What follows belongs to an exercise in optimizing a design on an open flow for small area, a short achievable clock period and few clock cycles per item; a production flow would make more cautious choices.
At most, simulation tests tie the RTL to the original design; equivalence was not proved.

P:
==> flow/design.v <==
package fspt_pkg;
	localparam int unsigned TICK_W  = 32;
	localparam int unsigned FRAME_W = 16;
	localparam int unsigned LOSS_W  = 8;
	localparam int unsigned LIMIT_W = TICK_W + LOSS_W;
	localparam logic [LOSS_W-1:0] LOSS_FRAMES_RESET = LOSS_W'(3);
	localparam logic REQ_CAPTURE = 1'b0;
	localparam logic REQ_POLL    = 1'b1;
	typedef struct packed {
		logic              req_type;
		logic [TICK_W-1:0] tick_value;
	} fspt_in_t;
	typedef struct packed {
		logic [FRAME_W-1:0] frame_count;
		logic [TICK_W-1:0]  last_capture;
		logic [TICK_W-1:0]  period_estimate;
		logic               in_sync;
		logic               sync_dropped;
	} fspt_out_t;
endpackage
module frame_sync_period_tracker (
	input  logic                                  clk,
	input  logic                                  arst_n,
	input  logic                                  cfg_we,
	input  logic [fspt_pkg::LOSS_W-1:0]           cfg_wdata,
	input  logic                                  in_valid,
	output logic                                  in_ready,
	input  fspt_pkg::fspt_in_t                    in_item,
	output logic                                  out_valid,
	input  logic                                  out_ready,
	output fspt_pkg::fspt_out_t                   out_item
);
	localparam int unsigned TW = fspt_pkg::TICK_W;
	logic                            h_valid;
	logic                            h_poll;
	logic [TW-1:0]                   h_tick;
	logic [TW-1:0]                   h_iv;       
	logic                            k_valid;
	logic                            k_poll;
	logic [TW-1:0]                   k_tick;
	logic                            out_valid_q;
	logic                            dropped_q;
	logic [fspt_pkg::LOSS_W-1:0]     loss_q;
	logic [fspt_pkg::FRAME_W-1:0]    frame_q;
	logic [TW-1:0]                   prev_q;
	logic [TW-1:0]                   period_q;
	logic                            locked_q;
	logic                            base_q;
	logic [TW:0]                     acc_q;      
	logic [2:0]                      idx_q;      
	logic                            lbit_q;     
	logic                            exact_q;
	logic                            accept;
	logic                            slot_free;
	logic                            wait_poll;
	logic                            advance;
	logic                            is_cap;
	logic                            is_poll;
	logic                            h_load;
	assign in_ready  = !k_valid;
	assign accept    = in_valid && !k_valid;
	assign slot_free = !out_valid_q || out_ready;
	assign is_cap    = h_valid && !h_poll && slot_free;
	assign is_poll   = h_valid && h_poll && slot_free && !wait_poll;
	assign advance   = is_cap || is_poll;
	assign h_load    = advance || !h_valid;
	assign out_valid = out_valid_q;
	assign out_item.frame_count     = frame_q;
	assign out_item.last_capture    = prev_q;
	assign out_item.period_estimate = period_q;
	assign out_item.in_sync         = locked_q;
	assign out_item.sync_dropped    = dropped_q;
	logic                            n_poll;
	logic [TW-1:0]                   n_tick;
	logic [TW-1:0]                   n_base;
	logic [TW-1:0]                   n_iv;
	logic                            n_co;
	assign n_poll = k_valid ? k_poll : in_item.req_type;
	assign n_tick = k_valid ? k_tick : in_item.tick_value;
	assign n_base = (h_valid && !h_poll) ? h_tick : prev_q;
	assign {n_co, n_iv} = {1'b0, n_tick} + {1'b0, ~n_base} + (TW+1)'(1);
	always_ff @(posedge clk or negedge arst_n) begin
		if (!arst_n) begin
			h_valid <= 1'b0;
			k_valid <= 1'b0;
		end else begin
			if (h_load)
				h_valid <= k_valid || accept;
			if (advance)
				k_valid <= 1'b0;
			else if (h_valid && accept)
				k_valid <= 1'b1;
		end
	end
	always_ff @(posedge clk) begin
		if (h_load) begin
			h_poll <= n_poll;
			h_tick <= n_tick;
			h_iv   <= n_iv;
		end
		if (!k_valid) begin
			k_poll <= in_item.req_type;
			k_tick <= in_item.tick_value;
		end
	end
	logic [TW-1:0]                   e_a, e_b, e_c, e_s, e_k;
	logic [TW-1:0]                   ema;
	logic                            ema_co;
	assign e_a = period_q;
	assign e_b = ~(period_q >> 2);
	assign e_c = h_iv >> 2;
	assign e_s = e_a ^ e_b ^ e_c;
	assign e_k = {((e_a & e_b) | (e_a & e_c) | (e_b & e_c)), 1'b0};
	fspt_add #(.W(TW)) u_ema (.a(e_s), .b(e_k), .cin(1'b1), .sum(ema), .cout(ema_co));
	logic [TW-1:0]                   ge_d;
	logic                            ge_co;
	logic                            ge;
	logic                            loss_zero;
	logic                            can_drop;
	logic                            drop_now;
	assign ge_d  = '0;
	fspt_geq #(.W(TW)) u_ge (.a(h_iv), .b(acc_q[TW-1:0]), .ge(ge_co));
	assign ge = !acc_q[TW] && ge_co;
	assign loss_zero = loss_q == '0;
	assign can_drop  = locked_q && (period_q != '0);
	assign drop_now  = can_drop && (loss_zero || (ge && exact_q));
	assign wait_poll = h_poll && can_drop && !loss_zero && ge && !exact_q;
	logic [TW-1:0]                   period_d;
	assign period_d = (is_cap && base_q) ? (locked_q ? ema : h_iv) : period_q;
	logic [2:0]                      top;
	logic [2:0]                      top_new;
	logic [2:0]                      top_rs;
	logic                            restart;
	logic [TW-1:0]                   pm;
	logic [TW:0]                     u_lo;
	logic                            u_co;
	logic                            ovf;
	always_comb begin
		top = 3'd0;
		for (int i = 1; i < 8; i++)
			if (loss_q[i]) top = 3'(i);
		top_new = 3'd0;
		for (int i = 1; i < 8; i++)
			if (cfg_wdata[i]) top_new = 3'(i);
	end
	assign restart = (is_cap && base_q) || cfg_we;
	assign top_rs  = cfg_we ? top_new : top;
	assign pm      = period_q & {TW{lbit_q}};
	fspt_add #(.W(TW+1)) u_horner (.a({acc_q[TW-1:0], 1'b0}), .b({1'b0, pm}), .cin(1'b0), .sum(u_lo), .cout(u_co));
	assign ovf     = acc_q[TW] || u_co || u_lo[TW];
	logic [2:0]                      idx_d;
	logic [fspt_pkg::LOSS_W-1:0]     loss_d;
	assign loss_d = cfg_we ? cfg_wdata : loss_q;
	assign idx_d  = restart ? (top_rs - 3'd1) : (!exact_q ? (idx_q - 3'd1) : idx_q);
	always_ff @(posedge clk or negedge arst_n) begin
		if (!arst_n) begin
			idx_q   <= 3'd0;
			lbit_q  <= 1'b0;
			exact_q <= 1'b0;
		end else begin
			idx_q  <= idx_d;
			lbit_q <= loss_d[idx_d];
			if (restart)
				exact_q <= top_rs == 3'd0;
			else if (!exact_q)
				exact_q <= idx_q == 3'd0;
		end
	end
	always_ff @(posedge clk) begin
		if (restart) begin
			acc_q <= {1'b0, period_d};
		end else if (!exact_q) begin
			acc_q <= {ovf, u_lo[TW-1:0]};
		end
	end
	always_ff @(posedge clk or negedge arst_n) begin
		if (!arst_n) begin
			out_valid_q <= 1'b0;
		end else if (advance) begin
			out_valid_q <= 1'b1;
		end else if (out_ready) begin
			out_valid_q <= 1'b0;
		end
	end
	always_ff @(posedge clk) begin
		if (advance) begin
			dropped_q <= h_poll && drop_now;
		end
	end
	always_ff @(posedge clk or negedge arst_n) begin
		if (!arst_n) begin
			loss_q   <= fspt_pkg::LOSS_FRAMES_RESET;
			frame_q  <= '0;
			prev_q   <= '0;
			period_q <= '0;
			locked_q <= 1'b0;
			base_q   <= 1'b0;
		end else begin
			if (cfg_we) begin
				loss_q <= cfg_wdata;
			end
			period_q <= period_d;
			if (is_cap) begin
				frame_q  <= frame_q + fspt_pkg::FRAME_W'(1);
				prev_q   <= h_tick;
				locked_q <= locked_q || base_q;
				base_q   <= 1'b1;
			end else if (is_poll && drop_now) begin
				locked_q <= 1'b0;
				base_q   <= 1'b0;
			end
		end
	end
endmodule
module fspt_add #(
	parameter int unsigned W = 32
) (
	input  logic [W-1:0] a,
	input  logic [W-1:0] b,
	input  logic         cin,
	output logic [W-1:0] sum,
	output logic         cout
);
	logic [W-1:0] p0, g0, g, p;
	assign p0 = a ^ b;
	assign g0 = a & b;
	always_comb begin
		g = g0;
		p = p0;
		g[0] = g0[0] | (p0[0] & cin);
		for (int l = 0; (1 << l) < W; l++) begin
			for (int j = 0; j < W; j++) begin
				if (((j >> l) & 1) != 0) begin
					g[j] = g[j] | (p[j] & g[((j >> l) << l) - 1]);
					p[j] = p[j] & p[((j >> l) << l) - 1];
				end
			end
		end
	end
	assign sum  = p0 ^ {g[W-2:0], cin};
	assign cout = g[W-1];
endmodule
module fspt_geq #(
	parameter int unsigned W = 32
) (
	input  logic [W-1:0] a,
	input  logic [W-1:0] b,
	output logic         ge
);
	logic [W-1:0] g, t;
	always_comb begin
		g = a & ~b;
		t = a | ~b;
		for (int l = 0; (1 << l) < W; l++) begin
			for (int j = W - 1; j >= 0; j--) begin
				if (((j + 1) % (2 << l)) == 0) begin
					g[j] = g[j] | (t[j] & g[j - (1 << l)]);
					t[j] = t[j] & t[j - (1 << l)];
				end
			end
		end
	end
	assign ge = g[W-1] | t[W-1];
endmodule
==> flow/config.mk <==
export PLATFORM = sky130hd
export DESIGN_NAME = frame_sync_period_tracker
export DESIGN_NICKNAME = frame_sync_period_tracker
export VERILOG_FILES = /design/flow/design.v
export SDC_FILE = /design/flow/constraint.sdc
export NUM_CORES = 4
export LEC_CHECK = 0
export ABC_AREA = 1
export CAP_MARGIN = 20
export CORE_MARGIN = 2
export CORE_UTILIZATION = 60
export CTS_CLUSTER_DIAMETER = 150
export CTS_CLUSTER_SIZE = 15
export SETUP_SLACK_MARGIN = 4.5
export SLEW_MARGIN = 20
==> flow/constraint.sdc <==
create_clock -name core_clock -period 8.0 [get_ports {clk}]
set_input_delay 1.6000 -clock core_clock [delete_from_list [all_inputs] [get_ports {clk}]]
set_output_delay 1.6000 -clock core_clock [all_outputs]
set_load 0.01 [all_outputs]
standard.sh (not shown) runs the stock make flow with config.mk's settings and CLKGATE_MAP_FILE= SYNTH_SCRIPT=/design/flow/synth_recipe.tcl, a recipe that flattens the netlist after the stock synthesis.
==> flow/flow/run.sh <==
#!/bin/bash
# The standard layout (standard.sh: ORFS synthesis through finish), with
# one change: the buffers that ORFS puts on every input and output port are
# made from the plain sky130_fd_sc_hd__buf_1 cell instead of the delay-buffer
# cell buffer_ports picks by default. Timing repair may still resize them.
# ORFS's own per-step logs are kept under orfs/logs; the make output goes to
# standard.log in this folder.
set -euo pipefail
export BUFFER_PORTS_ARGS="-buffer_cell sky130_fd_sc_hd__buf_1"
bash standard.sh > standard.log 2>&1
P reached the end of the flow, and the finished layout is clean on the timing, design-rule and antenna checks.
Testbench counts of P, summed over its fixed seeds: cycles 24,139, items 24,000.
### P -> Q
diff --git a/flow/design.v b/flow/design.v
--- a/flow/design.v
+++ b/flow/design.v
@@ -110,9 +110,9 @@
 	assign e_b = ~(period_q >> 2);
 	assign e_c = h_iv >> 2;
 	assign e_s = e_a ^ e_b ^ e_c;
 	assign e_k = {((e_a & e_b) | (e_a & e_c) | (e_b & e_c)), 1'b0};
-	fspt_add #(.W(TW)) u_ema (.a(e_s), .b(e_k), .cin(1'b1), .sum(ema), .cout(ema_co));
+	fspt_add_bk #(.W(TW)) u_ema (.a(e_s), .b(e_k), .cin(1'b1), .sum(ema), .cout(ema_co));
 	logic [TW-1:0]                   ge_d;
 	logic                            ge_co;
 	logic                            ge;
 	logic                            loss_zero;
@@ -145,9 +145,9 @@
 	end
 	assign restart = (is_cap && base_q) || cfg_we;
 	assign top_rs  = cfg_we ? top_new : top;
 	assign pm      = period_q & {TW{lbit_q}};
-	fspt_add #(.W(TW+1)) u_horner (.a({acc_q[TW-1:0], 1'b0}), .b({1'b0, pm}), .cin(1'b0), .sum(u_lo), .cout(u_co));
+	fspt_add_bk #(.W(TW+1)) u_horner (.a({acc_q[TW-1:0], 1'b0}), .b({1'b0, pm}), .cin(1'b0), .sum(u_lo), .cout(u_co));
 	assign ovf     = acc_q[TW] || u_co || u_lo[TW];
 	logic [2:0]                      idx_d;
 	logic [fspt_pkg::LOSS_W-1:0]     loss_d;
 	assign loss_d = cfg_we ? cfg_wdata : loss_q;
@@ -239,8 +239,44 @@
 	end
 	assign sum  = p0 ^ {g[W-2:0], cin};
 	assign cout = g[W-1];
 endmodule
+module fspt_add_bk #(
+	parameter int unsigned W = 32
+) (
+	input  logic [W-1:0] a,
+	input  logic [W-1:0] b,
+	input  logic         cin,
+	output logic [W-1:0] sum,
+	output logic         cout
+);
+	logic [W-1:0] p0, g0, g, p;
+	assign p0 = a ^ b;
+	assign g0 = a & b;
+	always_comb begin
+		g = g0;
+		p = p0;
+		g[0] = g0[0] | (p0[0] & cin);
+		for (int l = 0; (1 << l) < W; l++) begin
+			for (int j = 0; j < W; j++) begin
+				if (((j + 1) % (2 << l)) == 0) begin
+					g[j] = g[j] | (p[j] & g[j - (1 << l)]);
+					p[j] = p[j] & p[j - (1 << l)];
+				end
+			end
+		end
+		for (int l = 5; l >= 0; l--) begin
+			for (int j = 0; j < W; j++) begin
+				if ((1 << l) < W && ((j + 1) % (2 << l)) == (1 << l) && j >= (2 << l) - 1 + 1 - 1 && j > (1 << l)) begin
+					g[j] = g[j] | (p[j] & g[j - (1 << l)]);
+					p[j] = p[j] & p[j - (1 << l)];
+				end
+			end
+		end
+	end
+	assign sum  = p0 ^ {g[W-2:0], cin};
+	assign cout = g[W-1];
+endmodule
 module fspt_geq #(
 	parameter int unsigned W = 32
 ) (
 	input  logic [W-1:0] a,
- Looking at setup slack after placement across P and Q, the one that comes out higher is Q.
- Fmax: Q lower than P
- Side by side, post-layout worst setup margin turned out lower in Q than in P.
- Met3 track demand over resource in global routing: Q vs P, no meaningful difference
- Going from P to Q, share of final-layout standard cells stronger than drive strength 1 grows by 4.0 points.
- Taking P as the reference, in Q sequential cell area barely changed, wire length shrank by 5.4%, signed area change from the synthesized netlist to the final layout rose 2.2 points, number of stages on the worst setup path grew by 9.
Only the layout flow was run in Q; the RTL was not checked for function there.

-- afterwards: timing with drivers on the ports --
Ports are ideal in the flow. The routed layouts listed here were re-timed in OpenROAD. Step 1, drivers: a clkbuf_16 drives clk and a buf_2 each remaining input, both assumed. Step 2 also shifts input and output timing later by t, the mid clock arrival at the registers, as if the neighbouring blocks saw the same clock. Slacks: no drivers / after step 1 / after step 2; pairs: no drivers / after step 1.
run	t (ns)	setup WS [ns]	hold slack, ns	worst register clock-pin slew, ns
P	0.546	4.636 / 4.662 / 4.116	0.469 / 0.469 / 0.469	0.08 / 0.08
Q	0.552	4.250 / 4.250 / 4.053	0.466 / 0.466 / 0.466	0.08 / 0.08
After both steps setup and hold are still met in every run listed. The setup slack of P, which loses most, moves by +0.026 ns with the drivers and by -0.520 ns with both steps.
